Context: an optimization exercise on an open-source flow, tuned for small area and few clock cycles per item. The choices shown serve that exercise and are no tape-out recipe.
The RTL was checked by simulation tests, not by an equivalence proof against the original design.

## posture_deviation_dwell_detector_unit
module posture_deviation_dwell_detector_unit
(
    input  logic                               clk,
    input  logic                               rst_n,
    input  logic                               psel,
    input  logic                               penable,
    input  logic                               pwrite,
    input  logic [pdd_pkg::ADDR_W-1:0]         paddr,
    input  logic [pdd_pkg::WORD_W-1:0]         pwdata,
    output logic [pdd_pkg::WORD_W-1:0]         prdata,
    output logic                               pready,
    input  logic                               in_valid,
    output logic                               in_ready,
    input  logic [1:0]                         opcode,
    input  logic signed [pdd_pkg::PITCH_W-1:0] pitch_x10,
    input  logic [pdd_pkg::WORD_W-1:0]         now_ms,
    output logic                               out_valid,
    input  logic                               out_ready,
    output logic [1:0]                         posture,
    output logic signed [pdd_pkg::DEV_W-1:0]   deviation_x10,
    output logic [pdd_pkg::WORD_W-1:0]         session_count,
    output logic [pdd_pkg::WORD_W-1:0]         slouch_time_sec,
    output logic [pdd_pkg::DUR_W-1:0]          longest_session_sec,
  ...
clock: 14.0 ns
lec_check: 0
abc_area: 1
cap_margin: 20
core_margin: 2
core_utilization: 60
cts_buf_list: sky130_fd_sc_hd__clkbuf_8
cts_cluster_diameter: 60
cts_cluster_size: 12
gpl_timing_driven: 0
slew_margin: 20
standard.sh (not shown) runs the stock make flow with config.mk's settings and CLKGATE_MAP_FILE= SYNTH_SCRIPT=/design/flow/synth_recipe.tcl, a recipe that flattens the netlist after the stock synthesis.
==> flow/flow/run.sh <==
#!/bin/bash
# The standard layout (standard.sh, unchanged synthesis), with the port
# buffers made as the smallest plain buffer, buf_1, through an ORFS variable.
# Each tool's output is in standard.log and in the ORFS logs under orfs/logs.
set -o pipefail
export BUFFER_PORTS_ARGS="-buffer_cell sky130_fd_sc_hd__buf_1"
bash standard.sh > standard.log 2>&1
Testbench counts at the start, summed over its fixed seeds: cycles 24,070, items 24,000.
Then changed:
CORE_UTILIZATION = 40   (was 60)
Effect:
- The changed run finished with timing, DRC and antenna clean
- flip-flop and latch count is unchanged
- design area grows by about 2%
- count of clock-buffer cells in the layout increases by 9
- sequential share of layout area is lower by 0.69 points
- via count went down by 0.48%
- worst setup slack gets better by 0.39 ns
- maximum frequency goes up by 3.5%

* * *

posture_deviation_dwell_detector_unit, a different RTL version from the one above (not shown whole).
Size: ~3000 cells after synthesis.
// posture_deviation_dwell_detector_unit
module posture_deviation_dwell_detector_unit
(
    input  logic                               clk,
    input  logic                               rst_n,
    input  logic                               psel,
    input  logic                               penable,
    input  logic                               pwrite,
    input  logic [pdd_pkg::ADDR_W-1:0]         paddr,
    input  logic [pdd_pkg::WORD_W-1:0]         pwdata,
    output logic [pdd_pkg::WORD_W-1:0]         prdata,
    output logic                               pready,
    input  logic                               in_valid,
    output logic                               in_ready,
    input  logic [1:0]                         opcode,
    input  logic signed [pdd_pkg::PITCH_W-1:0] pitch_x10,
    input  logic [pdd_pkg::WORD_W-1:0]         now_ms,
    output logic                               out_valid,
    input  logic                               out_ready,
    output logic [1:0]                         posture,
    output logic signed [pdd_pkg::DEV_W-1:0]   deviation_x10,
    output logic [pdd_pkg::WORD_W-1:0]         session_count,
    output logic [pdd_pkg::WORD_W-1:0]         slouch_time_sec,
    output logic [pdd_pkg::DUR_W-1:0]          longest_session_sec,
    output logic [pdd_pkg::WORD_W-1:0]         since_upright_sec,
    output logic                               event_valid,
    output logic [pdd_pkg::WORD_W-1:0]         event_start_ms,
    output logic [pdd_pkg::DUR_W-1:0]          event_duration_sec,
    output logic [pdd_pkg::MAG_W-1:0]          event_peak_dev_x10
);
Settings: LEC_CHECK=0, CAP_MARGIN=20, CORE_MARGIN=2, CORE_UTILIZATION=60, GPL_TIMING_DRIVEN=0, SLEW_MARGIN=20; clock period 14.0 ns.
run.sh (not shown) runs the stock make flow with config.mk's settings and CLKGATE_MAP_FILE= SYNTH_SCRIPT=/design/flow/synth_recipe.tcl, a recipe that flattens the netlist after the stock synthesis.
Stock flow here: none of the scripts above is used.
The first run completed, yet does not pass: negative setup slack.
Testbench counts at the start, summed over its fixed seeds: cycles 24,016, items 24,000.
Next try:
Settings changed: CORE_UTILIZATION 60 to 40.
The changed run ran to the end with violations: negative setup slack.
Routed wire length is higher by a few percent.
Clock skew is lower by 6.5 ps.
Setup slack improves by 240 ps.
Non-clock buffer count is higher by 56.
Cell area is higher by a few percent.
Critical path depth is higher by 6.
Next try:
Settings changed: GPL_TIMING_DRIVEN 0 to not set.
With this change the flow finished with timing, DRC and antenna clean; clock skew is about the same; critical path depth drops by 5; setup slack is better by 460 ps; global-route usage falls by 0.74 points; utilization went up by 0.94 points.

* * *

Another version of the RTL of posture_deviation_dwell_detector_unit (not shown whole).
For scale: ~24000 um^2 of cells after synthesis.
clock: 14.0 ns
lec_check: 0
cap_margin: 20
core_margin: 2
core_utilization: 40
gpl_timing_driven: 0
slew_margin: 20
standard.sh (not shown) runs the stock make flow with config.mk's settings and CLKGATE_MAP_FILE= SYNTH_SCRIPT=/design/flow/synth_recipe.tcl, a recipe that flattens the netlist after the stock synthesis.
==> flow/flow/run.sh <==
#!/bin/bash
# The standard layout (standard.sh, unchanged synthesis), with two
# changes made through ORFS variables:
#  - the port buffers are the smallest plain buffer, buf_1;
#  - after global routing, non-critical gates are downsized (power recovery).
set -o pipefail
export BUFFER_PORTS_ARGS="-buffer_cell sky130_fd_sc_hd__buf_1"
export RECOVER_POWER=100
bash standard.sh > standard.log 2>&1
The starting point finished but fails on capacitance limit, slew limit.
Testbench counts at the start, summed over its fixed seeds: cycles 24,016, items 24,000.
==> next run, changes <==
==> flow/flow/run.sh (replaced) <==
#!/bin/bash
# The standard layout (standard.sh, unchanged synthesis), with the port
# buffers made as the smallest plain buffer, buf_1, through an ORFS variable.
# Each tool's output is in standard.log and in the ORFS logs under orfs/logs.
set -o pipefail
export BUFFER_PORTS_ARGS="-buffer_cell sky130_fd_sc_hd__buf_1"
bash standard.sh > standard.log 2>&1
Settings changed: CTS_BUF_LIST set to sky130_fd_sc_hd__clkbuf_8, CTS_CLUSTER_DIAMETER set to 80, CTS_CLUSTER_SIZE set to 20.
After rerunning: This time the run went through all stages and came out clean. Worst hold slack gains 9.1 ps. Non-clock buffer count is higher by 5. First-iteration DRC count is lower by a few percent. Synthesized cell count is unchanged. Fmax stays flat. Design area is lower slightly.

## afterwards: timing with drivers on the ports
No port has a modelled driver above. Below, the same layouts with a new extraction and two added sets of constraints. Step 1, drivers: a clkbuf_16 drives clk and a buf_2 each remaining input, both assumed. Step 2 adds t to the input delays and takes it off the output delays; t is the mean of the earliest and latest rising clock arrival at the registers after step 1. Input paths then give back, and output paths get back, about the clock's delay inside the block. Three values: ideal, step 1, step 2; two values: the first two.
run	t (ns)	slack for setup (ns)	worst hold slack (ns)
the first run of note 1	0.663	2.262 / 2.293 / 1.630	0.447 / 0.447 / 0.447
the second run of note 1	0.655	2.656 / 2.688 / 2.033	0.471 / 0.471 / 0.471
the first run of note 2	0.617	-0.241 / -0.222 / -0.839	0.467 / 0.467 / 0.467
the second run of note 2	0.627	-0.001 / 0.035 / -0.592	0.470 / 0.470 / 0.470
the third run of note 2	0.633	0.455 / 0.418 / -0.151	0.470 / 0.470 / 0.470
the first run of note 3	0.611	0.610 / 0.548 / 0.102	0.467 / 0.467 / 0.467
the second run of note 3	0.726	0.609 / 0.546 / 0.130	0.476 / 0.476 / 0.476
With both steps, setup timing fails in the third run of note 2, where it was met with ideal ports. The setup slack of the first run of note 1, which loses most, moves by +0.031 ns with the drivers and by -0.632 ns with both steps.
